Background: an optimization exercise with open tools, aiming at small area. Do not read the settings as production practice. At most, simulation tests tie the RTL to the original design; equivalence was not proved. For runs 2 to 5, only the layout was checked, not whether the RTL still works. Power figures rest on the tool's default switching activity, not on a simulated workload.

**design/flow/design.v**
```verilog
`default_nettype none
module pdm_sampler (
    input  logic       clk_i,
    input  logic       rst_n_i,
    input  logic       pdm_data_i,
    output logic       pdm_clk_o,
    output logic       pdm_bit_o,
    output logic       pdm_valid_o,
    output logic [2:0] phase_o
);
    logic [2:0] ph_q;
    logic [1:0] sync_q;
    logic       valid_q;
    always_ff @(posedge clk_i) begin
        if (!rst_n_i) begin
            ph_q    <= '0;
            valid_q <= 1'b0;
        end else begin
            ph_q    <= ph_q + 1'b1;
            valid_q <= (ph_q == 3'd7);   
        end
    end
    always_ff @(posedge clk_i) begin
        sync_q <= {sync_q[0], pdm_data_i};   
    end
    assign pdm_clk_o   = ph_q[2];
    assign pdm_bit_o   = sync_q[1];
    assign pdm_valid_o = valid_q;
    assign phase_o     = ph_q;
endmodule
`default_nettype wire
`default_nettype none
module cic_filter (
    input  logic                    clk_i,
    input  logic                    rst_n_i,
    input  logic                    clear_i,
    input  logic [7-1:0] decim_i,
    input  logic                    pdm_bit_i,
    input  logic                    pdm_valid_i,
    input  logic [2:0]              phase_i,
    output logic [16:0]             pcm_o,         
    output logic                    pcm_valid_o
);
    localparam int N = 4;
    logic clr;
    logic ph0;
    assign clr = !rst_n_i || clear_i;
    assign ph0 = (phase_i == 3'd0);
    logic [7-1:0] decim_cnt;
    logic                    fire;
    assign fire = pdm_valid_i && (decim_cnt == 7'(1));
    always_ff @(posedge clk_i) begin
        if (clr) begin
            decim_cnt <= decim_i;
        end else if (pdm_valid_i) begin
            decim_cnt <= fire ? decim_i : decim_cnt - 1'b1;
        end
    end
    logic [2:0] fill_q;   
    always_ff @(posedge clk_i) begin
        if (clr) begin
            fill_q <= '0;
        end else if (fire && !fill_q[2]) begin
            fill_q <= fill_q + 1'b1;
        end
    end
    logic zero_q, mask_q, act_q, fire_q;
    logic mask, act, fire_now;
    always_ff @(posedge clk_i) begin
        if (clr)      zero_q <= 1'b1;
        else if (ph0) zero_q <= 1'b0;
    end
    always_ff @(posedge clk_i) begin
        if (ph0) begin
            mask_q <= zero_q;
            act_q  <= pdm_valid_i;
            fire_q <= fire;
        end
    end
    assign mask     = ph0 ? zero_q      : mask_q;
    assign act      = ph0 ? pdm_valid_i : act_q;
    assign fire_now = ph0 ? fire        : fire_q;
    logic [31:0] integ_q [N];
    logic [3:0]  integ_d [N];    
    logic [N-1:0] icarry_q;
    for (genvar i = 0; i < N; i++) begin : g_integ
        logic [3:0] addend;
        logic       cin;
        logic [4:0] sum;
        assign integ_d[i] = mask ? 4'd0 : integ_q[i][3:0];
        if (i == 0) begin : g_head
            assign addend = 4'd0;
            assign cin    = ph0 ? (act & pdm_bit_i) : icarry_q[i];   
        end else begin : g_tail
            assign addend = act ? integ_d[i-1] : 4'd0;
            assign cin    = ph0 ? 1'b0 : icarry_q[i];
        end
        assign sum = {1'b0, integ_d[i]} + {1'b0, addend} + {4'd0, cin};
        always_ff @(posedge clk_i) begin
            integ_q[i]  <= {sum[3:0], integ_q[i][31:4]};
            icarry_q[i] <= sum[4];
        end
    end
    logic [31:0]  comb_q [N];
    logic [3:0]   comb_in [N+1];
    logic [N-1:0] cborrow_q;
    assign comb_in[0] = integ_d[N-1];
    for (genvar i = 0; i < N; i++) begin : g_comb
        logic [3:0] dly;
        logic       cin;
        logic [4:0] diff;
        assign dly  = mask ? 4'd0 : comb_q[i][3:0];
        assign cin  = ph0 ? 1'b1 : cborrow_q[i];
        assign diff = {1'b0, comb_in[i]} + {1'b0, ~dly} + {4'd0, cin};
        assign comb_in[i+1] = diff[3:0];
        always_ff @(posedge clk_i) begin
            comb_q[i]    <= {(fire_now ? comb_in[i] : dly), comb_q[i][31:4]};
            cborrow_q[i] <= diff[4];
        end
    end
    logic [3:0]  zd;
    logic [15:0] line_lo [4];
    logic        line_ov [4];
    assign zd = comb_in[N];
    always_ff @(posedge clk_i) begin
        if (fire_now && !phase_i[2]) begin
            line_lo[0] <= {zd, line_lo[0][15:4]};
        end
        if (fire_now && phase_i[2]) begin
            line_ov[0] <= (phase_i[1:0] != 2'd0 && line_ov[0]) || (zd != 4'd0);
        end
    end
    for (genvar i = 1; i < 4; i++) begin : g_line
        always_ff @(posedge clk_i) begin
            if (fire) begin
                line_lo[i] <= line_lo[i-1];
                line_ov[i] <= line_ov[i-1];
            end
        end
    end
    assign pcm_valid_o = fill_q[2] & fire & ~clear_i;
    assign pcm_o       = {line_ov[3], line_lo[3]};
endmodule
`default_nettype wire
`default_nettype none
module pcm_fifo (
    input  logic        clk_i,
    input  logic        rst_n_i,
    input  logic        clear_i,
    input  logic        wr_i,
    input  logic [16:0] wr_data_i,
    input  logic        rd_i,
    output logic [16:0] rd_data_o,
    output logic        empty_o,
    output logic        overflow_o
);
    localparam int AW = $clog2(8);
    logic [16:0] mem [8];
    logic [AW:0] wr_ptr;        
    logic [AW:0] rd_ptr;
    logic [AW-1:0] rd_slot_q;   
    logic        full;
    logic        wr_ok;
    logic        overflow_q;
    assign empty_o = (wr_ptr == rd_ptr);
    assign full    = (wr_ptr[AW] != rd_ptr[AW]) && (wr_ptr[AW-1:0] == rd_ptr[AW-1:0]);
    assign wr_ok   = wr_i & ~full;   
    always_ff @(posedge clk_i) begin
        if (!rst_n_i || clear_i) begin
            wr_ptr <= '0;
            rd_ptr <= '0;
        end else begin
            if (wr_ok) begin
                wr_ptr <= wr_ptr + 1'b1;
            end
            if (rd_i) begin
                rd_ptr <= rd_ptr + 1'b1;
            end
        end
    end
    always_ff @(posedge clk_i) begin
        if (!rst_n_i || clear_i) begin
            overflow_q <= 1'b0;
        end else if (wr_i && full) begin
            overflow_q <= 1'b1;   
        end
    end
    always_ff @(posedge clk_i) begin
        if (wr_ok) begin
            mem[wr_ptr[AW-1:0]] <= wr_data_i;
        end
    end
    always_ff @(posedge clk_i) begin
        rd_slot_q <= rd_ptr[AW-1:0];
    end
    assign rd_data_o  = mem[rd_slot_q];
    assign overflow_o = overflow_q;
endmodule
`default_nettype wire
`default_nettype none
module pcm_reader (
    input  logic                    clk_i,
    input  logic                    rst_n_i,
    input  logic                    rd_en_i,
    input  logic                    empty_i,
    input  logic [16:0]             word_i,    
    output logic                    pop_o,
    output logic [16-1:0] audio_o,
    output logic                    audio_valid_o,
    output logic                    clip_o
);
    logic                    pend_q;
    logic                    over;
    logic [16-1:0] audio_q;
    logic                    valid_q;
    logic                    clip_q;
    assign pop_o = rd_en_i & ~empty_i & ~pend_q;
    always_ff @(posedge clk_i) begin
        if (!rst_n_i) begin
            pend_q <= 1'b0;
        end else begin
            pend_q <= pop_o;   
        end
    end
    assign over = word_i[16];
    always_ff @(posedge clk_i) begin
        if (!rst_n_i) begin
            valid_q <= 1'b0;
            clip_q  <= 1'b0;
        end else begin
            valid_q <= pend_q;
            if (pend_q) begin
                clip_q <= over;
            end
        end
    end
    always_ff @(posedge clk_i) begin
        audio_q <= over ? '1 : word_i[16-1:0];
    end
    assign audio_o       = audio_q;
    assign audio_valid_o = valid_q;
    assign clip_o        = clip_q;
endmodule
`default_nettype wire
`default_nettype none
module pdm_mic_top (
    input  logic                    clk_i,
    input  logic                    rst_n_i,
    input  logic                    clear_i,
    input  logic [7-1:0] decim_i,
    input  logic                    pdm_data_i,
    input  logic                    rd_en_i,
    output logic                    pdm_clk_o,
    output logic [16-1:0] audio_o,
    output logic                    audio_valid_o,
    output logic                    clip_o,
    output logic                    overflow_o
);
    logic        pdm_bit;      
    logic        pdm_valid;
    logic [2:0]  phase;
    logic [16:0] pcm_word;     
    logic        pcm_valid;
    logic [16:0] fifo_word;
    logic        fifo_empty;
    logic        fifo_pop;
    pdm_sampler pdm_sampler_i (
        .clk_i       (clk_i),
        .rst_n_i     (rst_n_i),
        .pdm_data_i  (pdm_data_i),
        .pdm_clk_o   (pdm_clk_o),
        .pdm_bit_o   (pdm_bit),
        .pdm_valid_o (pdm_valid),
        .phase_o     (phase)
    );
    cic_filter cic_filter_i (
        .clk_i       (clk_i),
        .rst_n_i     (rst_n_i),
        .clear_i     (clear_i),
        .decim_i     (decim_i),
        .pdm_bit_i   (pdm_bit),
        .pdm_valid_i (pdm_valid),
        .phase_i     (phase),
        .pcm_o       (pcm_word),
        .pcm_valid_o (pcm_valid)
    );
    pcm_fifo pcm_fifo_i (
        .clk_i      (clk_i),
        .rst_n_i    (rst_n_i),
        .clear_i    (clear_i),
        .wr_i       (pcm_valid),
        .wr_data_i  (pcm_word),
        .rd_i       (fifo_pop),
        .rd_data_o  (fifo_word),
        .empty_o    (fifo_empty),
        .overflow_o (overflow_o)
    );
    pcm_reader pcm_reader_i (
        .clk_i         (clk_i),
        .rst_n_i       (rst_n_i),
        .rd_en_i       (rd_en_i),
        .empty_i       (fifo_empty),
        .word_i        (fifo_word),
        .pop_o         (fifo_pop),
        .audio_o       (audio_o),
        .audio_valid_o (audio_valid_o),
        .clip_o        (clip_o)
    );
endmodule
`default_nettype wire
```
**design/flow/run.sh**
```bash
#!/bin/bash
# synth_recipe.tcl (not shown) runs the flow's synth.tcl, then flattens the netlist and writes it again
# the make line also repeats each setting of config.mk as NAME=value (left out here)
make -C /OpenROAD-flow-scripts/flow DESIGN_CONFIG=/design/flow/config.mk WORK_HOME=/design/flow/orfs CLKGATE_MAP_FILE= SYNTH_SCRIPT=/design/flow/synth_recipe.tcl finish
```
**design/flow/config.mk**
```make
export PLATFORM = sky130hd
export DESIGN_NAME = pdm_mic_top
export DESIGN_NICKNAME = pdm_mic_top
export VERILOG_FILES = /design/flow/design.v
export SDC_FILE = /design/flow/constraint.sdc
export NUM_CORES = 4
export LEC_CHECK = 0
export CAP_MARGIN = 20
export CORE_MARGIN = 2
export CORE_UTILIZATION = 40
export SLEW_MARGIN = 20
```
**design/flow/constraint.sdc**
```tcl
create_clock -name core_clock -period 10.0 [get_ports {clk_i}]
set_input_delay 2.0000 -clock core_clock [delete_from_list [all_inputs] [get_ports {clk_i}]]
set_output_delay 2.0000 -clock core_clock [all_outputs]
set_load 0.01 [all_outputs]
```
==> summary.md, run 1 <==
| Metric | Value |
|---|---|
| Status | `timing/DRC/antenna clean` |
| Final Skew | `0.0147 ns` |
| Fin. max-slew vios | `0` |
| Worst Path Arrival | `5.58 ns` |
| Startpoint types | `flip-flop` |
| Setup WS post-layout | `4.72 ns` |
| CTS H-tree lvls | `2` |
| Min Clock Period, post-route | `around 5.3 ns` |
| YS warnings | `10` |
| Detailed-placement wirelength estimate | `13,700 um` |
| Final period utilization | `52.8%` |
| Initial antenna violation count | `0` |
| Nets | `1,051` |
| Largest net degree at the start of global routing | `52` |
| Simple-Gate Fraction of Synth Area | `4.92%` |
| Cell leakage power | `7.00 nW` |
| GR peak layer | `met2` |
| Top cells by count, synth | `dfxtp_1, edfxtp_1, nand2_1` |
| Required @ worst endpoint | `10.31 ns` |
| Met3 Usage GRT | `3.21%` |
| Top-area cell type share of the netlist area | `between 30% and 40%` |
| Max Cap Violations | `0` |
| Post-Synth XOR/XNOR Area | `1.49%` |
| Vias in the first global route | `7,186` |
| Clock transition at path regs | `0.06 ns` |
| Async SR Flop Fraction | `0%` |
| Yosys reg bits | `519` |
| Hold Crit Class | `reg -> reg` |
| Core region area | `0.0389 sq mm` |
| Yosys top cell by area | `edfxtp_1` |
| M2 GR Usage | `20.5%` |
| Hold Vio Cnt, Final | `0` |
| CTS tree | `yes` |
| Reg2reg setup slack | `4.72 ns` |
| CTS max path bufs | `3` |
| Post-Synth Adder-Cell Area | `4.21%` |
| Syn Area/Cell | `17.3 sq um` |
| Mux contribution to synthesized area | `7.33%` |
| Total Routing Usage GR | `12.4%` |
| Vias/cell | `4.48` |
| Type of the worst setup path | `reg -> reg` |
| IO Port Bufs | `31` |
| Drt pass-1 iters | `4` |
| Post-CTS sizing | `0` |
| # IOs | `32` |
| Share of cells above drive strength 1 | `15.0%` |
| Rel. slew slack | `41.9%` |
| Die area | `around 0.041 sq mm` |
| Worst vdd ir | `151 uV` |
| Area contributors post-synth | `edfxtp_1, dfxtp_1, mux4_2, ha_1, mux2i_1` |
| Initial drt markers | `341` |
| DP Worst Slack | `roughly 4.7 ns` |
| Top_reg_cell synth | `dfxtp_1` |
| Hold bufs inserted after CTS | `0` |
| Skew-Pair Late Insertion Delay | `about 0.57 ns` |
| Cell Pwr Density | `around 220 mW/mm^2` |
| Post-synth EDFFs | `211` |
| Antenna diodes | `0` |
| Final Wtd Congestion | `0.684` |
| Syn Std Cell Area | `0.0159 sq mm` |
| Total CTS buffers | `between 50 and 60` |
| Postcts setup bufs | `0` |
| Die Ht | `between 200 and 250 um` |
| CTS sink cnt | `519` |
| RSZ-0062 raised after global routing | `no` |
| Starting density of the core | `40.8%` |
| Crit. End Element | `flip-flop` |
| Total number of vias | `6,960` |
| Max FO, Critical Path | `13` |
| # setup viols final | `0` |
| Register area share after synthesis | `between 70 and 80%` |
| Cell Rows | `72` |
| Area Growth Syn to Fin | `17.5%` |
| WL/cell | `between 15 and 20 um` |
| WL final | `24,300 um` |
| Die width | `203 um` |
| Max Fclk | `190 MHz` |
| Unique cell type count in the Yosys netlist | `40` |
| Setup TNS | `0 ns` |
| Slew @ Worst Pin | `0.866 ns` |
| Compound-cell area share of the yosys netlist | `approximately 1.8%` |
| Drt drc | `0` |
| GRT overflow | `0` |
| Met1 track demand over resource | `15.7%` |
| Syn Inst Count | `918` |
| ANT nets after route | `0` |
| CTS root buf | `clkbuf_16` |
| First-pass GRT wire length | `39,300 um` |
| Post-Syn Nets | `975` |
| Largest family of logic cells by synthesized area | `multiplexers` |
| Most common cell in the netlist | `dfxtp_1` |
-- layout by cell type (no fill, tap or decap), types with 3 or more instances in the layout --
| master | n |
|---|---|
| dfxtp_1 | 307 |
| edfxtp_1 | 211 |
| nand2_1 | 63 |
| clkbuf_16 | 56 |
| mux4_2 | 34 |
| inv_1 | 32 |
| mux2i_1 | 31 |
| ha_1 | 31 |
| clkdlybuf4s50_1 | 31 |
| and2_1 | 21 |
| xnor2_1 | 17 |
| buf_4 | 16 |
| a21o_1 | 15 |
| nor2_1 | 15 |
| o21ai_0 | 14 |
| fa_1 | 14 |
| clkbuf_1 | 11 |
| nand2b_1 | 10 |
| and3_1 | 10 |
| xor2_1 | 10 |
| clkinv_2 | 10 |
| a21oi_1 | 9 |
| nand3_1 | 6 |
| mux2_2 | 6 |
| clkbuf_8 | 6 |
| nor2b_1 | 5 |
| nor3_1 | 4 |
| or3_1 | 3 |
| nor4b_4 | 3 |
| clkinv_4 | 3 |
| bufinv_16 | 3 |
-- critical path: stages (launching register included) --
cell      delay (ns)
dfxtp_1         0.36
inv_1           0.06
ha_1            0.21
nand2b_1        0.43
mux2i_4         0.54
nand2_1         0.19
fa_1            0.53
fa_1            0.44
fa_1            0.41
xnor2_1         0.21
ha_1            0.31
a21oi_1         0.18
o21ai_0         0.13
xor2_1          0.17
ha_1            0.32
xnor2_1         0.16
or3_1           0.36
-- area by class of cell --
cell class	instances	area, sq um
Fill cell	3290	20300
Sequential cell	519	12500
Multi-Input combinational cell	343	3210
Clock buffer	74	1530
Tap cell	518	648
Timing Repair Buffer	47	430
Clock inverter	20	196
Inverter	32	120
-- sequential cells by signal, indices dropped and copies added (netlist names), 2 cells and up, named ones only --
name and flops:
pdm_sampler_i.ph_q 3, cic_filter_i.line_ov 4, pcm_fifo_i.mem 136, cic_filter_i.line_lo 64, cic_filter_i.comb_q 128, pcm_fifo_i.rd_ptr 4, cic_filter_i.decim_cnt 7, cic_filter_i.icarry_q 4
cic_filter_i.fill_q 3, cic_filter_i.integ_q 128, pcm_reader_i.audio_q 16, pcm_fifo_i.wr_ptr 4, cic_filter_i.cborrow_q 4, pdm_sampler_i.sync_q 2
-- final timing paths --
check,startpoint,end,cells past startpoint
worst min register to register,cic_filter_i.comb_q[2][5],cic_filter_i.comb_q[2][1],0
worst max register to register,pdm_sampler_i.ph_q[0],cic_filter_i.line_ov[0],16
worst max-delay path,pdm_sampler_i.ph_q[0],cic_filter_i.line_ov[0],16
worst min-delay path,cic_filter_i.comb_q[2][5],cic_filter_i.comb_q[2][1],0
-- metal layers --
layer | vias to the layer above | share of wire, %
li1 | 3392 | -
met1 | 3438 | 46
met2 | 86 | 48
met3 | 44 | 3.7
met4 | 0 | 2.5
met5 | - | 0
-- through the flow --
step           cells  utilization (%)  hold WS (ns)  total power [mW]  area, sq um
3_3_place_gp    1459             43.4         0.310              2.28        16900
6_report        1553             47.9         0.313              4.14        18600
4_1_cts         1553             47.9         0.308              4.20        18600
3_5_place_dp    1459             43.4         0.312              2.28        16900
2_1_floorplan    918                -         0.310              2.26        15900
5_1_grt         1553             47.9         0.321              4.29        18600
-- cells by family after synthesis --
logic type,after synthesis
AOI/OAI and AO/OA,46
DFF,519
xor gates and xnor gates,27
buffers and inverters,56
muxes,73
and+or+nand+nor,152
adders and majority gates,45
-- report_power, final --
group          switching, mW  internal [mW]  total, mW
Sequential           0.00434           2.19       2.20
Combinational         0.0211         0.0128     0.0339
Clock                  0.766           1.15       1.91
==> inputs of run 2 (changes only) <==
--- a/design/flow/design.v
+++ b/design/flow/design.v
@@ -37,15 +37,12 @@
     input  logic [7-1:0] decim_i,
     input  logic                    pdm_bit_i,
     input  logic                    pdm_valid_i,
-    input  logic [2:0]              phase_i,
     output logic [16:0]             pcm_o,         
     output logic                    pcm_valid_o
 );
     localparam int N = 4;
     logic clr;
-    logic ph0;
     assign clr = !rst_n_i || clear_i;
-    assign ph0 = (phase_i == 3'd0);
     logic [7-1:0] decim_cnt;
     logic                    fire;
     assign fire = pdm_valid_i && (decim_cnt == 7'(1));
@@ -64,23 +61,46 @@
             fill_q <= fill_q + 1'b1;
         end
     end
+    logic [2:0] step_q;
+    logic       start;
+    always_ff @(posedge clk_i) begin
+        step_q <= (step_q >= 3'd6) ? 3'd0 : step_q + 1'b1;
+    end
+    assign start = (step_q == 3'd0);
+    logic act_p, fire_p, bit_p;    
+    always_ff @(posedge clk_i) begin
+        if (clr) begin
+            act_p  <= 1'b0;
+            fire_p <= 1'b0;
+        end else if (pdm_valid_i && !start) begin
+            act_p  <= 1'b1;
+            fire_p <= fire;
+        end else if (start) begin
+            act_p  <= 1'b0;
+            fire_p <= 1'b0;
+        end
+    end
+    always_ff @(posedge clk_i) begin
+        if (pdm_valid_i) bit_p <= pdm_bit_i;
+    end
     logic zero_q, mask_q, act_q, fire_q;
-    logic mask, act, fire_now;
+    logic mask, act, fire_now, bit_now;
     always_ff @(posedge clk_i) begin
-        if (clr)      zero_q <= 1'b1;
-        else if (ph0) zero_q <= 1'b0;
+        if (clr)        zero_q <= 1'b1;
+        else if (start) zero_q <= 1'b0;
     end
     always_ff @(posedge clk_i) begin
-        if (ph0) begin
+        if (start) begin
             mask_q <= zero_q;
-            act_q  <= pdm_valid_i;
-            fire_q <= fire;
+            act_q  <= act_p | pdm_valid_i;
+            fire_q <= fire_p | fire;
         end
     end
-    assign mask     = ph0 ? zero_q      : mask_q;
-    assign act      = ph0 ? pdm_valid_i : act_q;
-    assign fire_now = ph0 ? fire        : fire_q;
-    logic [31:0] integ_q [N];
+    assign mask     = start ? zero_q                : mask_q;
+    assign act      = start ? (act_p | pdm_valid_i) : act_q;
+    assign fire_now = start ? (fire_p | fire)       : fire_q;
+    assign bit_now  = pdm_valid_i ? pdm_bit_i : bit_p;
+    logic [27:0] integ_q [N];
     logic [3:0]  integ_d [N];    
     logic [N-1:0] icarry_q;
     for (genvar i = 0; i < N; i++) begin : g_integ
@@ -90,18 +110,18 @@
         assign integ_d[i] = mask ? 4'd0 : integ_q[i][3:0];
         if (i == 0) begin : g_head
             assign addend = 4'd0;
-            assign cin    = ph0 ? (act & pdm_bit_i) : icarry_q[i];   
+            assign cin    = start ? (act & bit_now) : icarry_q[i];   
         end else begin : g_tail
             assign addend = act ? integ_d[i-1] : 4'd0;
-            assign cin    = ph0 ? 1'b0 : icarry_q[i];
+            assign cin    = start ? 1'b0 : icarry_q[i];
         end
         assign sum = {1'b0, integ_d[i]} + {1'b0, addend} + {4'd0, cin};
         always_ff @(posedge clk_i) begin
-            integ_q[i]  <= {sum[3:0], integ_q[i][31:4]};
+            integ_q[i]  <= {sum[3:0], integ_q[i][27:4]};
             icarry_q[i] <= sum[4];
         end
     end
-    logic [31:0]  comb_q [N];
+    logic [27:0]  comb_q [N];
     logic [3:0]   comb_in [N+1];
     logic [N-1:0] cborrow_q;
     assign comb_in[0] = integ_d[N-1];
@@ -110,11 +130,11 @@
         logic       cin;
         logic [4:0] diff;
         assign dly  = mask ? 4'd0 : comb_q[i][3:0];
-        assign cin  = ph0 ? 1'b1 : cborrow_q[i];
+        assign cin  = start ? 1'b1 : cborrow_q[i];
         assign diff = {1'b0, comb_in[i]} + {1'b0, ~dly} + {4'd0, cin};
         assign comb_in[i+1] = diff[3:0];
         always_ff @(posedge clk_i) begin
-            comb_q[i]    <= {(fire_now ? comb_in[i] : dly), comb_q[i][31:4]};
+            comb_q[i]    <= {(fire_now ? comb_in[i] : dly), comb_q[i][27:4]};
             cborrow_q[i] <= diff[4];
         end
     end
@@ -123,16 +143,16 @@
     logic        line_ov [4];
     assign zd = comb_in[N];
     always_ff @(posedge clk_i) begin
-        if (fire_now && !phase_i[2]) begin
+        if (fire_now && (step_q < 3'd4)) begin
             line_lo[0] <= {zd, line_lo[0][15:4]};
         end
-        if (fire_now && phase_i[2]) begin
-            line_ov[0] <= (phase_i[1:0] != 2'd0 && line_ov[0]) || (zd != 4'd0);
+        if (fire_now && (step_q >= 3'd4)) begin
+            line_ov[0] <= (step_q != 3'd4 && line_ov[0]) || (zd != 4'd0);
         end
     end
     for (genvar i = 1; i < 4; i++) begin : g_line
         always_ff @(posedge clk_i) begin
-            if (fire) begin
+            if (start && fire_now) begin
                 line_lo[i] <= line_lo[i-1];
                 line_ov[i] <= line_ov[i-1];
             end
@@ -280,7 +300,6 @@
         .decim_i     (decim_i),
         .pdm_bit_i   (pdm_bit),
         .pdm_valid_i (pdm_valid),
-        .phase_i     (phase),
         .pcm_o       (pcm_word),
         .pcm_valid_o (pcm_valid)
     );
--- a/design/flow/config.mk
+++ b/design/flow/config.mk
@@ -5,7 +5,9 @@
 export SDC_FILE = /design/flow/constraint.sdc
 export NUM_CORES = 4
 export LEC_CHECK = 0
+export ABC_AREA = 1
 export CAP_MARGIN = 20
 export CORE_MARGIN = 2
-export CORE_UTILIZATION = 40
+export CORE_UTILIZATION = 70
+export PLACE_DENSITY = 0.8
 export SLEW_MARGIN = 20
==> summary.md, run 2 <==
| Metric | Value |
|---|---|
| Total Routing Usage GR | `23.5%` |
| Rel. slew slack | `25.1%` |
| CTS H-tree lvls | `2` |
| Starting density of the core | `70.9%` |
| Most common cell in the netlist | `dfxtp_1` |
| Hold Crit Class | `reg -> reg` |
| WL/cell | `16.9 um` |
| DP Worst Slack | `4.89 ns` |
| GRT overflow | `0` |
| Cell Pwr Density | `211 mW/mm^2` |
| Drt pass-1 iters | `5` |
| Reg2Reg Launch Point | `cic_filter_i.step_q[0]` |
| CTS max path bufs | `3` |
| Crit. End Element | `flip-flop` |
| Clock transition at path regs | `0.06 ns` |
| Crit path launch | `cic_filter_i.step_q[0]` |
| Max Fclk | `195 MHz` |
| Hold Vio Cnt, Final | `0` |
| Reg2reg setup slack | `4.86 ns` |
| Detailed-placement wirelength estimate | `15,600 um` |
| Setup TNS | `0 ns` |
| Most common cell after layout, fill and taps aside | `dfxtp_1` |
| # IOs | `32` |
| Unique cell type count in the Yosys netlist | `40` |
| Fin. max-slew vios | `0` |
| Type of the worst setup path | `reg -> reg` |
| Startpoint types | `flip-flop` |
| Yosys reg bits | `493` |
| RSZ-0062 raised after global routing | `no` |
| Skew-Pair Late Insertion Delay | `around 0.54 ns` |
| Max Cap Violations | `0` |
| Syn Std Cell Area | `0.0159 sq mm` |
| Register area share after synthesis | `75.4%` |
| Slew @ Worst Pin | `1.12 ns` |
| Cell leakage power | `6.94 nW` |
| Yosys top cell by area | `edfxtp_1` |
| # setup viols final | `0` |
| First-pass GRT wire length | `43,600 um` |
| Final period utilization | `between 50% and 60%` |
| Antenna diodes | `0` |
| Min Clock Period, post-route | `5.14 ns` |
| Reg2reg path depth | `18` |
| Core region area | `0.0224 sq mm` |
| ANT nets after route | `0` |
| Nets | `~1,300` |
| Hold bufs inserted after CTS | `0` |
| Post-Syn Nets | `1,287` |
| WL final | `27,000 um` |
| IO Port Bufs | `31` |
| Reg-to-Reg End | `cic_filter_i.line_ov[0]` |
| Initial drt markers | `509` |
| Top cells by count, synth | `dfxtp_1, edfxtp_1, nor2_1` |
| Final Wtd Congestion | `0.815` |
| Top-area cell type share of the netlist area | `39.9%` |
| Vias/cell | `5.39` |
| Die width | `155 um` |
| Die area | `~0.024 sq mm` |
| Worst Path Arrival | `5.42 ns` |
| CTS tree | `yes` |
| Area Growth Syn to Fin | `13.2%` |
| Status | `timing/DRC/antenna clean` |
| Top_reg_cell synth | `dfxtp_1` |
| Cell Rows | `between 50 and 60` |
| Final Skew | `0.0159 ns` |
| Post-synth EDFFs | `approximately 210` |
| Async SR Flop Fraction | `0%` |
| Initial antenna violation count | `0` |
| Share of cells above drive strength 1 | `under 10%` |
| Syn Inst Count | `1,229` |
| Total CTS buffers | `43` |
| Most frequent cells in the layout | `dfxtp_1, edfxtp_1, nor2_1` |
| Required @ worst endpoint | `10.28 ns` |
| Die Ht | `155 um` |
| YS warnings | `10` |
| Area contributors post-synth | `edfxtp_1, dfxtp_1, nor2_1, nand2_1, o21ai_0` |
| Postcts setup bufs | `0` |
| Max FFs per register | `136` |
| Setup WS post-layout | `4.86 ns` |
| CP endpoint | `cic_filter_i.line_ov[0]` |
| Total number of vias | `8,637` |
| CTS sink cnt | `493` |
| Vias in the first global route | `8,776` |
| Post-CTS sizing | `0` |
| Worst vdd ir | `roughly 170 uV` |
| Largest net degree at the start of global routing | `70` |
| Syn Area/Cell | `12.9 sq um` |
| Max FO, Critical Path | `37` |
| Drt drc | `0` |
| CTS root buf | `clkbuf_16` |
[run 2: routing by layer]
layer / GRT usage, % / wire (um) / vias to the layer above
met4: 9.92 / 960 / 0
li1: - / - / 4196
met2: 42.1 / 14100 / 242
met5: 0 / 0 / -
met1: 27.8 / 10500 / 4129
met3: 4.57 / 1390 / 70
[run 2: cell families after synthesis]
group                      after synthesis  synth area share (%)
AOI/OAI and AO/OA                      166                  5.96
xor gates and xnor gates                23                  1.27
adders and majority gates               46                  4.28
buffers and inverters                  156                  4.07
DFF                                    493                  75.4
and+or+nand+nor                        345                  9.06
[run 2: worst min-delay path by stage]
stage               depth (start not counted)                        start                          end
floorplan                                   0    cic_filter_i.comb_q[0][4]    cic_filter_i.comb_q[0][0]
global placement                            0   cic_filter_i.integ_q[1][5]   cic_filter_i.integ_q[1][1]
detailed placement                          0   cic_filter_i.integ_q[2][4]   cic_filter_i.integ_q[2][0]
CTS                                         0   cic_filter_i.comb_q[0][27]   cic_filter_i.comb_q[0][23]
global route                                0  cic_filter_i.integ_q[2][22]  cic_filter_i.integ_q[2][18]
finish                                      0   cic_filter_i.comb_q[0][27]   cic_filter_i.comb_q[0][23]
[run 2: area by class of cell]
type / count / area (sq um)
Clock buffer: 63 / 1290
Fill cell: 1204 / 4440
Multi-Input combinational cell: 580 / 3320
Clock inverter: 16 / 189
Tap cell: 285 / 357
Inverter: 121 / 454
Timing Repair Buffer: 43 / 400
Sequential cell: 493 / 12000
[run 2: where the power goes]
part / internal [mW] / total (mW) / switching (mW)
logic: 0.0100 / 0.0217 / 0.0117
clock network: 1.00 / 1.69 / 0.691
registers: 2.09 / 2.09 / 0.00365
total: 3.10 / 3.81 / 0.706
[run 2: critical path, cell delays in order (launching register included)]
cell	delay [ns]
dfxtp_1	0.33
inv_1	0.06
ha_1	0.22
nand2_4	0.17
o21ai_4	0.76
inv_2	0.15
nand2_1	0.18
fa_1	0.47
fa_1	0.44
fa_1	0.42
xnor2_1	0.16
ha_1	0.36
nand2_1	0.07
o21a_1	0.18
xnor2_1	0.21
ha_1	0.32
inv_1	0.08
xor2_1	0.19
nand3_1	0.09
[run 2: through the flow]
stage,cells,instance area [sq um],util (%),power (mW),hold slack (ns)
floorplan,1229,15900,-,2.15,0.310
global placement,1522,16500,73.6,2.16,0.310
detailed placement,1522,16500,73.6,2.16,0.312
CTS,1601,18000,80.2,3.83,0.315
global route,1601,18000,80.2,3.91,0.327
finish,1601,18000,80.2,3.81,0.318
==> inputs of run 3 (changes only) <==
--- a/design/flow/config.mk
+++ b/design/flow/config.mk
@@ -9,5 +9,7 @@
 export CAP_MARGIN = 20
 export CORE_MARGIN = 2
 export CORE_UTILIZATION = 70
+export CTS_CLUSTER_DIAMETER = 60
+export CTS_CLUSTER_SIZE = 30
 export PLACE_DENSITY = 0.8
 export SLEW_MARGIN = 20
==> summary.md, run 3 <==
| Metric | Value |
|---|---|
| Status | `timing/DRC/antenna clean` |
| Final Skew | `around 0.016 ns` |
| WL/cell | `16.2 um` |
| Most common cell after layout, fill and taps aside | `dfxtp_1` |
| Final instance area | `0.0174 sq mm` |
| Syn Area/Cell | `around 13 sq um` |
| Detailed-placement wirelength estimate | `15,600 um` |
| Skew-Pair Late Insertion Delay | `between 0.5 and 0.6 ns` |
| Post-Syn Nets | `1,287` |
| Area contributors post-synth | `edfxtp_1, dfxtp_1, nor2_1, nand2_1, o21ai_0` |
| Required @ worst endpoint | `between 10 and 15 ns` |
| Fin. max-slew vios | `0` |
| Vias/cell | `5.38` |
| CTS sink cnt | `493` |
| Core region area | `about 0.022 sq mm` |
| Syn Std Cell Area | `0.0159 sq mm` |
| Post-CTS sizing | `0` |
| Total number of vias | `between 8,000 and 9,000` |
| Most frequent cells in the layout | `dfxtp_1, edfxtp_1, nor2_1` |
| Top-area cell type share of the netlist area | `roughly 40%` |
| Max FO, Critical Path | `37` |
| Max Fclk | `roughly 200 MHz` |
| Startpoint types | `flip-flop` |
| Initial antenna violation count | `0` |
| Worst vdd ir | `169 uV` |
| Hold bufs inserted after CTS | `0` |
| Hold Crit Class | `reg -> reg` |
| Starting density of the core | `70.9%` |
| Post-synth EDFFs | `211` |
| Reg2reg path depth | `18` |
| Top_reg_cell synth | `dfxtp_1` |
| Worst Path Arrival | `between 5 and 6 ns` |
| Register area share after synthesis | `between 70% and 80%` |
| Hold Path Depth | `0` |
| Share of cells above drive strength 1 | `6.56%` |
| Hold Worst Slack | `about 0.33 ns` |
| WL final | `25,300 um` |
| Unique cell type count in the Yosys netlist | `40` |
| Type of the worst setup path | `reg -> reg` |
| Clock transition at path regs | `0.10 ns` |
| Die width | `between 150 and 200 um` |
| Syn Inst Count | `1,229` |
| Cell leakage power | `6.65 nW` |
| Antenna diodes | `0` |
| Crit. End Element | `flip-flop` |
| Nets | `1,322` |
| Yosys top cell by area | `edfxtp_1` |
| CTS max path bufs | `3` |
| Total CTS buffers | `25` |
| Most common cell in the netlist | `dfxtp_1` |
| Cell Pwr Density | `191 mW/mm^2` |
| Die Ht | `between 150 and 200 um` |
| Total Routing Usage GR | `21.6%` |
| Min Clock Period, post-route | `~5 ns` |
| # setup viols final | `0` |
| Max FFs per register | `roughly 140` |
| Max Cap Violations | `0` |
| Setup TNS | `0 ns` |
| Vias in the first global route | `8,341` |
| Die area | `approximately 0.024 sq mm` |
| First-pass GRT wire length | `40,900 um` |
| Rel. slew slack | `25.1%` |
| Top cells by count, synth | `dfxtp_1, edfxtp_1, nor2_1` |
| Final Wtd Congestion | `approximately 0.8` |
| Drt pass-1 iters | `5` |
| Drt drc | `0` |
| Final period utilization | `50.8%` |
| Yosys reg bits | `493` |
| GRT overflow | `0` |
| Cell Rows | `55` |
| IO Port Bufs | `31` |
| YS warnings | `10` |
| Postcts setup bufs | `0` |
| CTS tree | `yes` |
| Async SR Flop Fraction | `0%` |
| Placed cell areas | `0.0165 sq mm` |
| Slew @ Worst Pin | `1.12 ns` |
| Area Growth Syn to Fin | `9.50%` |
| Largest net degree at the start of global routing | `70` |
| CTS H-tree lvls | `1` |
| CTS root buf | `clkbuf_16` |
| Initial drt markers | `521` |
| Hold Vio Cnt, Final | `0` |
| RSZ-0062 raised after global routing | `no` |
| ANT nets after route | `0` |
| # IOs | `32` |
==> run 3: cell count changes in the layout (fill, tap and decap cells not counted), moves of 6 or more <==
cell,change
clkinv_2,-8
clkbuf_16,-19
clkbuf_1,-6
clkbuf_8,-9
==> run 3: logic make-up (layout without fill, tap and decap cells) <==
kind of cell	after synthesis	count (layout)	share of synthesized area, %
flops	493	493	75.4
fa+ha+maj	46	46	4.28
buf+inv	156	208	4.07
simple gates	345	345	9.06
compound gates	166	166	5.96
xor+xnor	23	23	1.27
==> run 3: per-layer routing <==
| metal | global-route usage [%] | vias up | share of wire, % |
|---|---|---|---|
| met5 | 0 | - | 0 |
| met4 | 7.76 | 0 | 2.9 |
| met3 | 3.33 | 55 | 4.4 |
| met2 | 38.6 | 201 | 51 |
| met1 | 27.1 | 4018 | 42 |
| li1 | - | 4152 | - |
==> run 3: report_power, final <==
group / switching [mW] / total [mW] / internal, mW
clock network: 0.657 / 1.21 / 0.552
logic: 0.0120 / 0.0221 / 0.0102
registers: 0.00349 / 2.09 / 2.08
==> run 3: area by class of cell <==
type                            count  area (sq um)
Inverter                          121           454
Clock buffer                       29           672
Fill cell                        1330          5030
Sequential cell                   493         12000
Tap cell                          285           357
Multi-Input combinational cell    580          3320
Timing Repair Buffer               43           400
Clock inverter                     15           224
==> run 3: final timing paths <==
path / slack, ns / endpoint / from
min: 0.33 / cic_filter_i.integ_q[3][19] / cic_filter_i.integ_q[3][23]
min reg2reg: 0.33 / cic_filter_i.integ_q[3][19] / cic_filter_i.integ_q[3][23]
max: 4.92 / cic_filter_i.line_ov[0] / cic_filter_i.step_q[0]
max reg2reg: 4.92 / cic_filter_i.line_ov[0] / cic_filter_i.step_q[0]
==> run 3: through the flow <==
stage / utilization, % / instances / power [mW] / setup slack [ns]
2_1_floorplan: - / 1229 / 2.15 / 5.60
4_1_cts: 77.6 / 1566 / 3.34 / 4.86
3_3_place_gp: 73.6 / 1522 / 2.16 / 5.07
3_5_place_dp: 73.6 / 1522 / 2.16 / 4.89
6_report: 77.6 / 1566 / 3.32 / 4.92
5_1_grt: 77.6 / 1566 / 3.41 / 4.53
==> run 3: critical path, stage by stage, from the launching register on <==
cell     delay, ns
dfxtp_1       0.34
inv_1         0.06
ha_1          0.20
nand2_4       0.16
o21ai_4       0.76
inv_2         0.15
nand2_1       0.18
fa_1          0.47
fa_1          0.44
fa_1          0.42
xnor2_1       0.16
ha_1          0.36
nand2_1       0.07
o21a_1        0.18
xnor2_1       0.21
ha_1          0.31
inv_1         0.08
xor2_1        0.19
nand3_1       0.09
==> inputs of run 4 (changes only) <==
--- a/design/flow/config.mk
+++ b/design/flow/config.mk
@@ -5,7 +5,6 @@
 export SDC_FILE = /design/flow/constraint.sdc
 export NUM_CORES = 4
 export LEC_CHECK = 0
-export ABC_AREA = 1
 export CAP_MARGIN = 20
 export CORE_MARGIN = 2
 export CORE_UTILIZATION = 70
==> summary.md, run 4 <==
| Metric | Value |
|---|---|
| Total number of vias | `6,985` |
| Vias/cell | `5.57` |
| WL/cell | `about 19 um` |
| Hold Worst Slack | `~0.32 ns` |
| RSZ-0062 raised after global routing | `no` |
| Crit. End Element | `flip-flop` |
| Fill count | `roughly 1,200` |
| Hold Crit Class | `reg -> reg` |
| Area Growth Syn to Fin | `9.27%` |
| CTS root buf | `clkbuf_16` |
| Async SR Flop Fraction | `0%` |
| Share of cells above drive strength 1 | `about a tenth` |
| Worst path most repeated cell | `fa_1` |
| Top cells by count, synth | `dfxtp_1, edfxtp_1, nand2_1` |
| Tot Pwr | `3.17 mW` |
| Setup TNS | `0 ns` |
| Startpoint types | `flip-flop` |
| Clk pwr share | `33.4%` |
| Switching pwr | `0.615 mW` |
| Crit path launch | `cic_filter_i.step_q[1]` |
| Max Cap Violations | `0` |
| Syn Area/Cell | `16.9 sq um` |
| Worst Path Arrival | `5.39 ns` |
| # IOs | `32` |
| Initial antenna violation count | `0` |
| Syn Std Cell Area | `0.0155 sq mm` |
| Die area | `about 0.023 sq mm` |
| Syn Inst Count | `just over 900` |
| Area contributors post-synth | `edfxtp_1, dfxtp_1, mux4_2, ha_1, mux2i_1` |
| IO Port Bufs | `31` |
| Final Skew | `0.0239 ns` |
| Final period utilization | `around 50%` |
| Inst Count DP | `1,213` |
| Cell Rows | `54` |
| Total CTS buffers | `22` |
| Antenna diodes | `0` |
| Worst vdd ir | `roughly 180 uV` |
| Cell Pwr Density | `187 mW/mm^2` |
| CP peak stage delay | `between 0.5 and 0.6 ns` |
| Reg-to-Reg End | `cic_filter_i.line_ov[0]` |
| Top-area cell type share of the netlist area | `40.9%` |
| CTS H-tree lvls | `1` |
| Total Routing Usage GR | `about a fifth` |
| Final core occ | `77.8%` |
| Die width | `about 150 um` |
| Post-CTS sizing | `0` |
| CTS sink cnt | `493` |
| Vias in the first global route | `around 7,500` |
| Finished Layout Cells | `1,254` |
| Slowest cell on crit path | `fa_1` |
| Clock transition at path regs | `0.11 ns` |
| Starting density of the core | `71.2%` |
| Drt drc | `0` |
| WL final | `23,400 um` |
| First-pass GRT wire length | `38,100 um` |
| WP depth | `15` |
| Nets | `slightly above 1,000` |
| Hold bufs inserted after CTS | `0` |
| Sequential share of power | `65.9%` |
| Postcts setup bufs | `0` |
| Pint | `2.56 mW` |
| Register area share after synthesis | `77.4%` |
| Required @ worst endpoint | `between 10 and 15 ns` |
| YS warnings | `10` |
| Worst path top cell family by delay | `adder cells` |
| Hold_sp | `cic_filter_i.integ_q[3][24]` |
| Core region area | `between 0.02 and 0.025 sq mm` |
| # setup viols final | `0` |
| Reg2reg setup slack | `just under 5 ns` |
| Most frequent cells in the layout | `dfxtp_1, edfxtp_1, nand2_1` |
| Comb power frac | `0.7%` |
| Min Clock Period, post-route | `5.11 ns` |
| Largest net degree at the start of global routing | `52` |
| Slew @ Worst Pin | `0.813 ns` |
| Buf/Inv on CP | `4` |
| CTS max path bufs | `3` |
| Unique cell type count in the Yosys netlist | `51` |
| Final Wtd Congestion | `0.833` |
| Die Ht | `153 um` |
| GRT overflow | `0` |
| Yosys reg bits | `493` |
| Post-synth EDFFs | `211` |
| Detailed-placement wirelength estimate | `between 10,000 and 15,000 um` |
| Fin. max-slew vios | `0` |
| CTS tree | `yes` |
| Most common cell in the netlist | `dfxtp_1` |
| Top_reg_cell synth | `dfxtp_1` |
| Worst-path cell chain | `inv_1 > ha_1 > nand2b_1 > mux2i_4 > buf_4 > nand2_1 > inv_1 > fa_1 > inv_1 > fa_1 > fa_1 > fa_1 > xnor2_1 > a2111oi_0 > o21ai_0` |
| Reg2reg path depth | `15` |
| Reg2Reg Launch Point | `cic_filter_i.step_q[1]` |
| Most common cell after layout, fill and taps aside | `dfxtp_1` |
| Rel. slew slack | `45.4%` |
| Cell leakage power | `6.19 nW` |
| Final instance area | `roughly 0.017 sq mm` |
| Initial drt markers | `~310` |
| ANT nets after route | `0` |
| DP Worst Slack | `4.94 ns` |
| Skew-Pair Late Insertion Delay | `around 0.55 ns` |
| Type of the worst setup path | `reg -> reg` |
| Setup WS post-layout | `4.89 ns` |
| Hold Vio Cnt, Final | `0` |
| Max Fclk | `approximately 200 MHz` |
| Drt pass-1 iters | `4` |
| Placed cell areas | `~0.016 sq mm` |
| CP endpoint | `cic_filter_i.line_ov[0]` |
| Switching Share | `19.4%` |
| Max FFs per register | `~140` |
| Yosys top cell by area | `edfxtp_1` |
| Status | `timing/DRC/antenna clean` |
| Max FO, Critical Path | `34` |
| Post-Syn Nets | `972` |
==> run 4: how the worst min path moves through the flow <==
| stage | depth (start not counted) | to |
|---|---|---|
| floorplan | 0 | cic_filter_i.comb_q[0][0] |
| global placement | 0 | cic_filter_i.integ_q[2][3] |
| detailed placement | 0 | cic_filter_i.comb_q[0][20] |
| CTS | 0 | cic_filter_i.integ_q[3][20] |
| global route | 0 | cic_filter_i.integ_q[0][2] |
| finish | 0 | cic_filter_i.integ_q[3][20] |
==> run 4: cell families after synthesis <==
logic type                 after synthesis  synth area share (%)
AOI/OAI and AO/OA                       58                  2.34
xor gates and xnor gates                26                  1.47
adders and majority gates               46                  4.39
buffers and inverters                   62                  1.68
DFF                                    493                  77.4
muxes                                   72                  7.56
and+or+nand+nor                        157                  5.19
==> run 4: layout make-up <==
cell class	instances	area, sq um	share of cell area, %
clock inverters	10	138	0.813
multi-input cells	359	3310	19.6
flip-flops and latches	493	12000	70.8
clock buffers	30	581	3.43
inverters	37	139	0.821
repair buffers	45	423	2.50
well taps	280	350	2.07
==> run 4: routing by layer <==
| layer | vias up | routed length (um) | share of wire [%] | GRT usage, % |
|---|---|---|---|---|
| met5 | - | 0 | 0 | 0 |
| met4 | 0 | 551 | 2.4 | 5.56 |
| met3 | 48 | 691 | 3.0 | 2.67 |
| met2 | 110 | 12300 | 53 | 37.9 |
| met1 | 3519 | 9810 | 42 | 26.3 |
| li1 | 3308 | - | - | - |
==> run 4: power by group through the flow <==
stage / clock network [mW] / logic, mW / registers, mW
CTS: 1.08 / 0.0227 / 2.09
global route: 1.15 / 0.0250 / 2.09
global placement: 0 / 0.0205 / 2.14
floorplan: 0 / 0.0133 / 2.13
finish: 1.06 / 0.0226 / 2.09
detailed placement: 0 / 0.0222 / 2.14
==> inputs of run 5 (changes only) <==
--- a/design/flow/config.mk
+++ b/design/flow/config.mk
@@ -7,8 +7,8 @@
 export LEC_CHECK = 0
 export CAP_MARGIN = 20
 export CORE_MARGIN = 2
-export CORE_UTILIZATION = 70
+export CORE_UTILIZATION = 85
 export CTS_CLUSTER_DIAMETER = 60
 export CTS_CLUSTER_SIZE = 30
-export PLACE_DENSITY = 0.8
+export PLACE_DENSITY = 0.9
 export SLEW_MARGIN = 20
==> summary.md, run 5 <==
| Metric | Value |
|---|---|
| Vias/cell | `6.81` |
| Register area share after synthesis | `~77%` |
| Starting density of the core | `86.5%` |
| Skew-Pair Late Insertion Delay | `0.55 ns` |
| Area Growth Syn to Fin | `8.11%` |
| Core region area | `0.0179 sq mm` |
| Die area | `0.0193 sq mm` |
| Top cells by count, synth | `dfxtp_1, edfxtp_1, nand2_1` |
| CTS sink cnt | `approximately 490` |
| GR peak layer | `met2` |
| Switching Share | `20.1%` |
| Mux contribution to synthesized area | `7.56%` |
| Post-Syn Nets | `between 900 and 1,000` |
| Worst-path cell chain | `inv_1 > ha_1 > nand2b_1 > mux2i_4 > buf_4 > nand2_1 > fa_1 > fa_1 > fa_1 > xnor2_1 > ha_1 > nand2_1 > o21ai_0 > xor2_1 > ha_1 > nor3b_1 > o21ai_0` |
| Slew @ Worst Pin | `0.996 ns` |
| Final Skew | `0.0281 ns` |
| Reg2reg setup slack | `3.86 ns` |
| RSZ-0062 raised after global routing | `no` |
| Initial antenna violation count | `1` |
| CTS H-tree lvls | `1` |
| Die width | `139 um` |
| ANT nets after route | `0` |
| # setup viols final | `0` |
| Hold bufs inserted after CTS | `0` |
| Initial drt markers | `994` |
| Startpoint types | `flip-flop` |
| Unique cell type count in the Yosys netlist | `51` |
| Max Fclk | `163 MHz` |
| Setup TNS | `0 ns` |
| Syn Std Cell Area | `~0.015 sq mm` |
| Hold Worst Slack | `0.320 ns` |
| Reg2reg path depth | `17` |
| Top_reg_cell synth | `dfxtp_1` |
| Detailed-placement wirelength estimate | `18,300 um` |
| Crit. End Element | `flip-flop` |
| Sequential share of power | `66.6%` |
| Final Wtd Congestion | `0.809` |
| Clk pwr share | `around a third` |
| Total CTS buffers | `21` |
| CP peak stage delay | `0.56 ns` |
| First-pass GRT wire length | `54,000 um` |
| # IOs | `32` |
| Post-Synth Adder-Cell Area | `4.39%` |
| Hold Crit Class | `reg -> reg` |
| Cell Rows | `49` |
| Most common cell after layout, fill and taps aside | `dfxtp_1` |
| Rel. slew slack | `33.4%` |
| Reg-to-Reg End | `cic_filter_i.line_ov[0]` |
| Largest net degree at the start of global routing | `52` |
| Fill count | `423` |
| CP endpoint | `cic_filter_i.line_ov[0]` |
| Antenna diodes | `0` |
| Largest family of logic cells by synthesized area | `multiplexers` |
| Total Routing Usage GR | `37.9%` |
| Worst vdd ir | `250 uV` |
| Vias in the first global route | `8,679` |
| Comb power frac | `0.9%` |
| Top-area cell type share of the netlist area | `between 40 and 50%` |
| Nets | `around 1,000` |
| Async SR Flop Fraction | `0%` |
| M2 GR Usage | `65.3%` |
| Most frequent cells in the layout | `dfxtp_1, edfxtp_1, nand2_1` |
| CTS root buf | `clkbuf_16` |
| Final core occ | `93.5%` |
| Reg2Reg Launch Point | `cic_filter_i.step_q[1]` |
| Post-CTS sizing | `0` |
| Die Ht | `139 um` |
| Most common cell in the netlist | `dfxtp_1` |
| Total number of vias | `8,161` |
| CTS max path bufs | `3` |
| Final period utilization | `roughly three fifths` |
| YS warnings | `10` |
| Met1 track demand over resource | `46.7%` |
| Slowest cell on crit path | `fa_1` |
| Post-Synth XOR/XNOR Area | `1.47%` |
| Post-synth EDFFs | `around 210` |
| Met3 Usage GRT | `5.56%` |
| Max FFs per register | `about 140` |
| Yosys reg bits | `493` |
| Area contributors post-synth | `edfxtp_1, dfxtp_1, mux4_2, ha_1, mux2i_1` |
| GRT overflow | `0` |
| Hold Vio Cnt, Final | `0` |
| Crit path launch | `cic_filter_i.step_q[1]` |
| Compound-cell area share of the yosys netlist | `~2.3%` |
| WL final | `35,400 um` |
| Postcts setup bufs | `0` |
| Syn Area/Cell | `roughly 17 sq um` |
| CTS tree | `yes` |
| Worst Path Arrival | `6.42 ns` |
| Switching pwr | `0.631 mW` |
| Simple-Gate Fraction of Synth Area | `5.19%` |
| Drt pass-1 iters | `5` |
| Drt drc | `0` |
| Required @ worst endpoint | `just over 10 ns` |
| Syn Inst Count | `around 910` |
| Max FO, Critical Path | `36` |
| Cell Pwr Density | `187 mW/mm^2` |
| Share of cells above drive strength 1 | `9.91%` |
| Tot Pwr | `about 3.1 mW` |
| WL/cell | `a little under 30 um` |
| Yosys top cell by area | `edfxtp_1` |
| Fin. max-slew vios | `0` |
| Max Cap Violations | `0` |
| Type of the worst setup path | `reg -> reg` |
| IO Port Bufs | `31` |
| Min Clock Period, post-route | `6.14 ns` |
| Clock transition at path regs | `0.12 ns` |
| Status | `timing/DRC/antenna clean` |
| Pint | `2.51 mW` |
| Cell leakage power | `6.14 nW` |
run 5: how the worst min path moves through the flow:
| stage | from | end | slack [ns] | cells after the start |
|---|---|---|---|---|
| 2_1_floorplan | cic_filter_i.comb_q[0][4] | cic_filter_i.comb_q[0][0] | 0.31 | 0 |
| 3_3_place_gp | cic_filter_i.comb_q[0][5] | cic_filter_i.comb_q[0][1] | 0.31 | 0 |
| 3_5_place_dp | cic_filter_i.comb_q[0][27] | cic_filter_i.comb_q[0][23] | 0.31 | 0 |
| 4_1_cts | cic_filter_i.comb_q[2][15] | cic_filter_i.comb_q[2][11] | 0.33 | 0 |
| 5_1_grt | cic_filter_i.integ_q[1][14] | cic_filter_i.integ_q[1][10] | 0.33 | 0 |
| 6_report | cic_filter_i.integ_q[1][5] | cic_filter_i.integ_q[1][1] | 0.32 | 0 |
run 5: metrics by stage:
stage	worst slack, ns	std cells	instance area [sq um]
finish	3.86	1198	16700
global route	3.75	1198	16700
CTS	4.00	1198	16700
detailed placement	4.42	1162	16100
global placement	4.89	1162	16100
floorplan	5.18	914	15500
run 5: layout make-up:
class	count	area [sq um]	area share, %
Clock buffer	32	567	3.39
Clock inverter	4	51.3	0.306
Inverter	37	139	0.829
Multi-Input combinational cell	359	3310	19.8
Sequential cell	493	12000	71.6
Tap cell	229	287	1.71
Timing Repair Buffer	44	408	2.44
run 5: critical path: cells and delay by family, from the launching register on:
family          cells  cell delay [ns]
compound gates      2             0.49
xor+xnor            2             0.52
fa+ha+maj           6             2.51
buf+inv             2             0.51
flops               1             0.44
mux                 1             0.31
simple gates        4             1.08
run 5: routing by layer:
layer / routed length, um / vias up / part of all wire [%]
met4: 2490 / 2 / 7.0
met3: 2720 / 197 / 7.7
met1: 11900 / 4010 / 34
met2: 18300 / 653 / 52
met5: 13 / - / 0.037
li1: - / 3299 / -
run 5: cell families after synthesis:
group | count (synthesis)
compound gates | 58
xor+xnor | 26
fa+ha+maj | 46
buf+inv | 62
flops | 493
mux | 72
simple gates | 157
run 5: power groups by stage:
stage                     Sequential, mW  Combinational (mW)  Clock (mW)
after floorplan                     2.13              0.0133           0
after global placement              2.13              0.0205           0
after detailed placement            2.14              0.0236           0
after CTS                           2.09              0.0260        1.01
after global routing                2.09              0.0282        1.07
final                               2.09              0.0269        1.02
==> inputs of run 6 (changes only) <==
--- a/design/flow/design.v
+++ b/design/flow/design.v
@@ -104,28 +104,35 @@
     logic [3:0]  integ_d [N];    
     logic [N-1:0] icarry_q;
     for (genvar i = 0; i < N; i++) begin : g_integ
+        logic [3:0] own;
         logic [3:0] addend;
         logic       cin;
         logic [4:0] sum;
         assign integ_d[i] = mask ? 4'd0 : integ_q[i][3:0];
         if (i == 0) begin : g_head
+            assign own    = integ_d[i];
             assign addend = 4'd0;
             assign cin    = start ? (act & bit_now) : icarry_q[i];   
         end else begin : g_tail
+            if (i == N - 1) begin : g_dump
+                assign own = fire_now ? 4'd0 : integ_d[i];
+            end else begin : g_run
+                assign own = integ_d[i];
+            end
             assign addend = act ? integ_d[i-1] : 4'd0;
             assign cin    = start ? 1'b0 : icarry_q[i];
         end
-        assign sum = {1'b0, integ_d[i]} + {1'b0, addend} + {4'd0, cin};
+        assign sum = {1'b0, own} + {1'b0, addend} + {4'd0, cin};
         always_ff @(posedge clk_i) begin
             integ_q[i]  <= {sum[3:0], integ_q[i][27:4]};
             icarry_q[i] <= sum[4];
         end
     end
-    logic [27:0]  comb_q [N];
+    logic [27:0]  comb_q [1:N-1];
     logic [3:0]   comb_in [N+1];
-    logic [N-1:0] cborrow_q;
-    assign comb_in[0] = integ_d[N-1];
-    for (genvar i = 0; i < N; i++) begin : g_comb
+    logic [N-1:1] cborrow_q;
+    assign comb_in[1] = integ_d[N-1];   
+    for (genvar i = 1; i < N; i++) begin : g_comb
         logic [3:0] dly;
         logic       cin;
         logic [4:0] diff;
@@ -167,6 +174,7 @@
     input  logic        clk_i,
     input  logic        rst_n_i,
     input  logic        clear_i,
+    input  logic [2:0]  phase_i,
     input  logic        wr_i,
     input  logic [16:0] wr_data_i,
     input  logic        rd_i,
@@ -175,13 +183,18 @@
     output logic        overflow_o
 );
     localparam int AW = $clog2(8);
-    logic [16:0] mem [8];
-    logic [AW:0] wr_ptr;        
-    logic [AW:0] rd_ptr;
-    logic [AW-1:0] rd_slot_q;   
-    logic        full;
-    logic        wr_ok;
-    logic        overflow_q;
+    logic [16:0]   ring_q [8];
+    logic [16:0]   hold_q;
+    logic [AW-1:0] hold_slot_q;
+    logic          hold_v_q;
+    logic          ins;
+    logic [AW:0]   wr_ptr;        
+    logic [AW:0]   rd_ptr;
+    logic [AW-1:0] rd_slot_q;     
+    logic [AW-1:0] rd_pos;
+    logic          full;
+    logic          wr_ok;
+    logic          overflow_q;
     assign empty_o = (wr_ptr == rd_ptr);
     assign full    = (wr_ptr[AW] != rd_ptr[AW]) && (wr_ptr[AW-1:0] == rd_ptr[AW-1:0]);
     assign wr_ok   = wr_i & ~full;   
@@ -205,15 +218,25 @@
             overflow_q <= 1'b1;   
         end
     end
+    assign ins = hold_v_q && (phase_i == hold_slot_q - 1'b1);
     always_ff @(posedge clk_i) begin
         if (wr_ok) begin
-            mem[wr_ptr[AW-1:0]] <= wr_data_i;
+            hold_q      <= wr_data_i;
+            hold_slot_q <= wr_ptr[AW-1:0];
+        end
+        hold_v_q <= wr_ok || (hold_v_q && !ins);
+    end
+    always_ff @(posedge clk_i) begin
+        ring_q[0] <= ins ? hold_q : ring_q[8-1];
+        for (int i = 1; i < 8; i++) begin
+            ring_q[i] <= ring_q[i-1];
         end
     end
     always_ff @(posedge clk_i) begin
         rd_slot_q <= rd_ptr[AW-1:0];
     end
-    assign rd_data_o  = mem[rd_slot_q];
+    assign rd_pos     = phase_i - rd_slot_q;
+    assign rd_data_o  = (hold_v_q && hold_slot_q == rd_slot_q) ? hold_q : ring_q[rd_pos];
     assign overflow_o = overflow_q;
 endmodule
 `default_nettype wire
@@ -307,6 +330,7 @@
         .clk_i      (clk_i),
         .rst_n_i    (rst_n_i),
         .clear_i    (clear_i),
+        .phase_i    (phase),
         .wr_i       (pcm_valid),
         .wr_data_i  (pcm_word),
         .rd_i       (fifo_pop),
--- a/design/flow/config.mk
+++ b/design/flow/config.mk
@@ -7,8 +7,8 @@
 export LEC_CHECK = 0
 export CAP_MARGIN = 20
 export CORE_MARGIN = 2
-export CORE_UTILIZATION = 85
+export CORE_UTILIZATION = 70
 export CTS_CLUSTER_DIAMETER = 60
 export CTS_CLUSTER_SIZE = 30
-export PLACE_DENSITY = 0.9
+export PLACE_DENSITY = 0.8
 export SLEW_MARGIN = 20
==> summary.md, run 6 <==
| Metric | Value |
|---|---|
| Worst path most repeated cell | `fa_1` |
| Hold_sp | `cic_filter_i.comb_q[3][17]` |
| Total CTS buffers | `24` |
| Setup TNS | `0 ns` |
| CTS tree | `yes` |
| Final Wtd Congestion | `0.774` |
| Fin. max-slew vios | `0` |
| Reg2reg setup slack | `4.95 ns` |
| Final period utilization | `between 50% and 60%` |
| Register area share after synthesis | `72.9%` |
| GR peak layer | `met2` |
| First-pass GRT wire length | `around 38,000 um` |
| Syn Inst Count | `1,014` |
| Status | `timing/DRC/antenna clean` |
| Hold Path Depth | `0` |
| Required @ worst endpoint | `10.28 ns` |
| Area contributors post-synth | `dfxtp_1, edfxtp_1, ha_1, mux2i_1, mux2_2` |
| Reg2reg path depth | `14` |
| Detailed-placement wirelength estimate | `14,300 um` |
| Total number of vias | `7,297` |
| Post-Syn Nets | `between 1,000 and 1,500` |
| Worst vdd ir | `184 uV` |
| Vias/cell | `5.47` |
| Most common cell after layout, fill and taps aside | `dfxtp_1` |
| Yosys top cell by area | `dfxtp_1` |
| Register area | `0.0107 sq mm` |
| Drt drc | `0` |
| CP peak stage delay | `0.62 ns` |
| Startpoint types | `flip-flop` |
| Clock transition at path regs | `0.10 ns` |
| Initial antenna violation count | `0` |
| Die width | `149 um` |
| WL/cell | `17.5 um` |
| Max FO, Critical Path | `34` |
| Hold Crit Class | `reg -> reg` |
| Slowest cell on crit path | `or4b_2` |
| Placed cell areas | `0.0152 sq mm` |
| IO Port Bufs | `31` |
| CTS root buf | `clkbuf_16` |
| Total Routing Usage GR | `21.9%` |
| Rel. slew slack | `between 20% and 30%` |
| YS warnings | `11` |
| Worst Path Arrival | `approximately 5.3 ns` |
| Nets | `1,103` |
| Crit. End Element | `flip-flop` |
| Vias in the first global route | `7,479` |
| Share of cells above drive strength 1 | `10.2%` |
| Die area | `0.0221 sq mm` |
| Async SR Flop Fraction | `0%` |
| Die Ht | `149 um` |
| Worst Hold End | `cic_filter_i.comb_q[3][13]` |
| Skew-Pair Late Insertion Delay | `0.56 ns` |
| Top-area cell type share of the netlist area | `53.4%` |
| Hold Vio Cnt, Final | `0` |
| Postcts setup bufs | `0` |
| Antenna diodes | `0` |
| Type of the worst setup path | `reg -> reg` |
| Post-synth EDFFs | `95` |
| ANT nets after route | `0` |
| Unique cell type count in the Yosys netlist | `around 70` |
| # setup viols final | `0` |
| Initial drt markers | `387` |
| Syn Std Cell Area | `0.0146 sq mm` |
| Top_reg_cell synth | `dfxtp_1` |
| Max Fclk | `198 MHz` |
| Most common cell in the netlist | `dfxtp_1` |
| Slew @ Worst Pin | `1.13 ns` |
| WL final | `23,400 um` |
| Worst-path cell chain | `inv_1 > ha_1 > nand2b_1 > mux2i_2 > buf_4 > nand2_1 > fa_1 > fa_1 > fa_1 > inv_1 > fa_1 > xor2_1 > a21oi_1 > or4b_2` |
| # IOs | `32` |
| Max FFs per register | `roughly 140` |
| Final Skew | `0.0296 ns` |
| Cell Rows | `52` |
| Multi-input gate area | `0.00368 sq mm` |
| Met3 Usage GRT | `2.48%` |
| Worst path top cell family by delay | `adder cells` |
| Syn Area/Cell | `14.4 sq um` |
| Post-CTS sizing | `0` |
| GRT overflow | `0` |
| Hold bufs inserted after CTS | `0` |
| Largest net degree at the start of global routing | `60` |
| Most frequent cells in the layout | `dfxtp_1, edfxtp_1, nand2_1` |
| Area Growth Syn to Fin | `9.58%` |
| Met1 track demand over resource | `28.9%` |
| Cell Pwr Density | `209 mW/mm^2` |
| Reg2Reg Launch Point | `cic_filter_i.step_q[1]` |
| Starting density of the core | `71.9%` |
| Yosys reg bits | `485` |
| Buf/Inv on CP | `3` |
| CTS H-tree lvls | `1` |
| Core region area | `0.0204 sq mm` |
| M2 GR Usage | `about two fifths` |
| Top cells by count, synth | `dfxtp_1, edfxtp_1, nand2_1` |
| CTS max path bufs | `3` |
| Drt pass-1 iters | `4` |
| RSZ-0062 raised after global routing | `no` |
| Final instance area | `0.0160 sq mm` |
| Max Cap Violations | `0` |
| Cell leakage power | `6.40 nW` |
| CTS sink cnt | `~490` |
| Reg-to-Reg End | `cic_filter_i.line_ov[0]` |
| Min Clock Period, post-route | `5.05 ns` |
| Fill count | `1,198` |
[run 6: cell type report]
class / count / area share (%)
timing repair buffer: 41 / 2.40
tap: 270 / 2.11
sequential: 485 / 66.5
clock inverter: 14 / 1.30
multi-input combinational: 460 / 23.0
inverter: 35 / 0.819
clock buffer: 29 / 3.93
[run 6: worst max path at each step]
stage                                 startpoint                       to  slack (ns)  depth (start not counted)
after floorplan           cic_filter_i.step_q[1]  cic_filter_i.line_ov[0]        5.45                         16
after global placement    cic_filter_i.step_q[1]  cic_filter_i.line_ov[0]        5.19                         15
after detailed placement  cic_filter_i.step_q[0]  cic_filter_i.line_ov[0]        4.98                         14
after CTS                 cic_filter_i.step_q[1]  cic_filter_i.line_ov[0]        4.94                         14
after global routing      cic_filter_i.step_q[1]  cic_filter_i.line_ov[0]        4.66                         15
final                     cic_filter_i.step_q[1]  cic_filter_i.line_ov[0]        4.95                         14
[run 6: worst register-to-register path: cells and delay by family (launching register included)]
family / cells / cell delay (ns)
compound gates: 1 / 0.14
xor+xnor: 1 / 0.19
fa+ha+maj: 5 / 2.12
buf+inv: 3 / 0.48
flops: 1 / 0.39
mux: 1 / 0.26
simple gates: 3 / 1.18
[run 6: report_power, final]
part	internal (mW)	leakage, nW	switching [mW]
clock network	0.514	0.407	0.633
logic	0.0783	1.97	0.0805
registers	2.02	4.02	0.0201
total	2.62	6.40	0.734
[run 6: through the flow]
stage	setup slack [ns]	utilization (%)	std cells	total power, mW	hold slack, ns
floorplan	5.45	-	1014	2.18	0.310
global placement	5.19	74.6	1291	2.24	0.310
detailed placement	4.98	74.6	1291	2.25	0.312
CTS	4.94	78.7	1334	3.37	0.331
global route	4.66	78.7	1334	3.46	0.337
finish	4.95	78.7	1334	3.35	0.329
[run 6: cell families after synthesis]
logic type | share of synthesized area [%]
AND/OR/NAND/NOR | 6.90
buffers and inverters | 2.09
adder cells (fa/ha/maj) | 4.43
XOR/XNOR | 2.53
flip-flops | 72.9
AO/OA/AOI/OAI | 6.09
multiplexers | 5.11
[run 6: routing by layer]
metal,up-vias,routed length (um)
met5,-,0
met4,0,733
met3,52,762
met2,151,11800
met1,3514,10100
li1,3580,-

[separate check: timing with driven ports]
No port has a modelled driver above. Below, the same layouts with a new extraction and two added sets of constraints.
Step 1 sets driving cells, clkbuf_16 on the clock port and buf_2 on the other inputs (assumed; they add their load-dependent delay and slew).
Step 2 moves the port delays by t, midway between the first and last clock arrival at a register: inputs arrive t later, outputs are due t later. That takes back most of the time a late clock gives input paths.
Three values: no drivers, after step 1, after step 2; two values: the first two.
run	shift t [ns]	setup slack, ns	worst setup path at the end	latest minus earliest clock arrival (ns)	worst data-port slew with drivers (ns)
run 1	0.608	4.724 / 4.724 / 4.724	register to register	0.018 / 0.018	0.03
run 2	0.575	4.860 / 4.860 / 4.860	register to register	0.016 / 0.016	0.04
run 3	0.584	4.917 / 4.917 / 4.917	register to register	0.016 / 0.016	0.04
run 4	0.586	4.885 / 4.885 / 4.885	register to register	0.024 / 0.024	0.03
run 5	0.577	3.861 / 3.861 / 3.861	register to register	0.029 / 0.029	0.04
run 6	0.585	4.949 / 4.949 / 4.949	register to register	0.031 / 0.031	0.04
After both steps setup and hold are still met in every run listed.
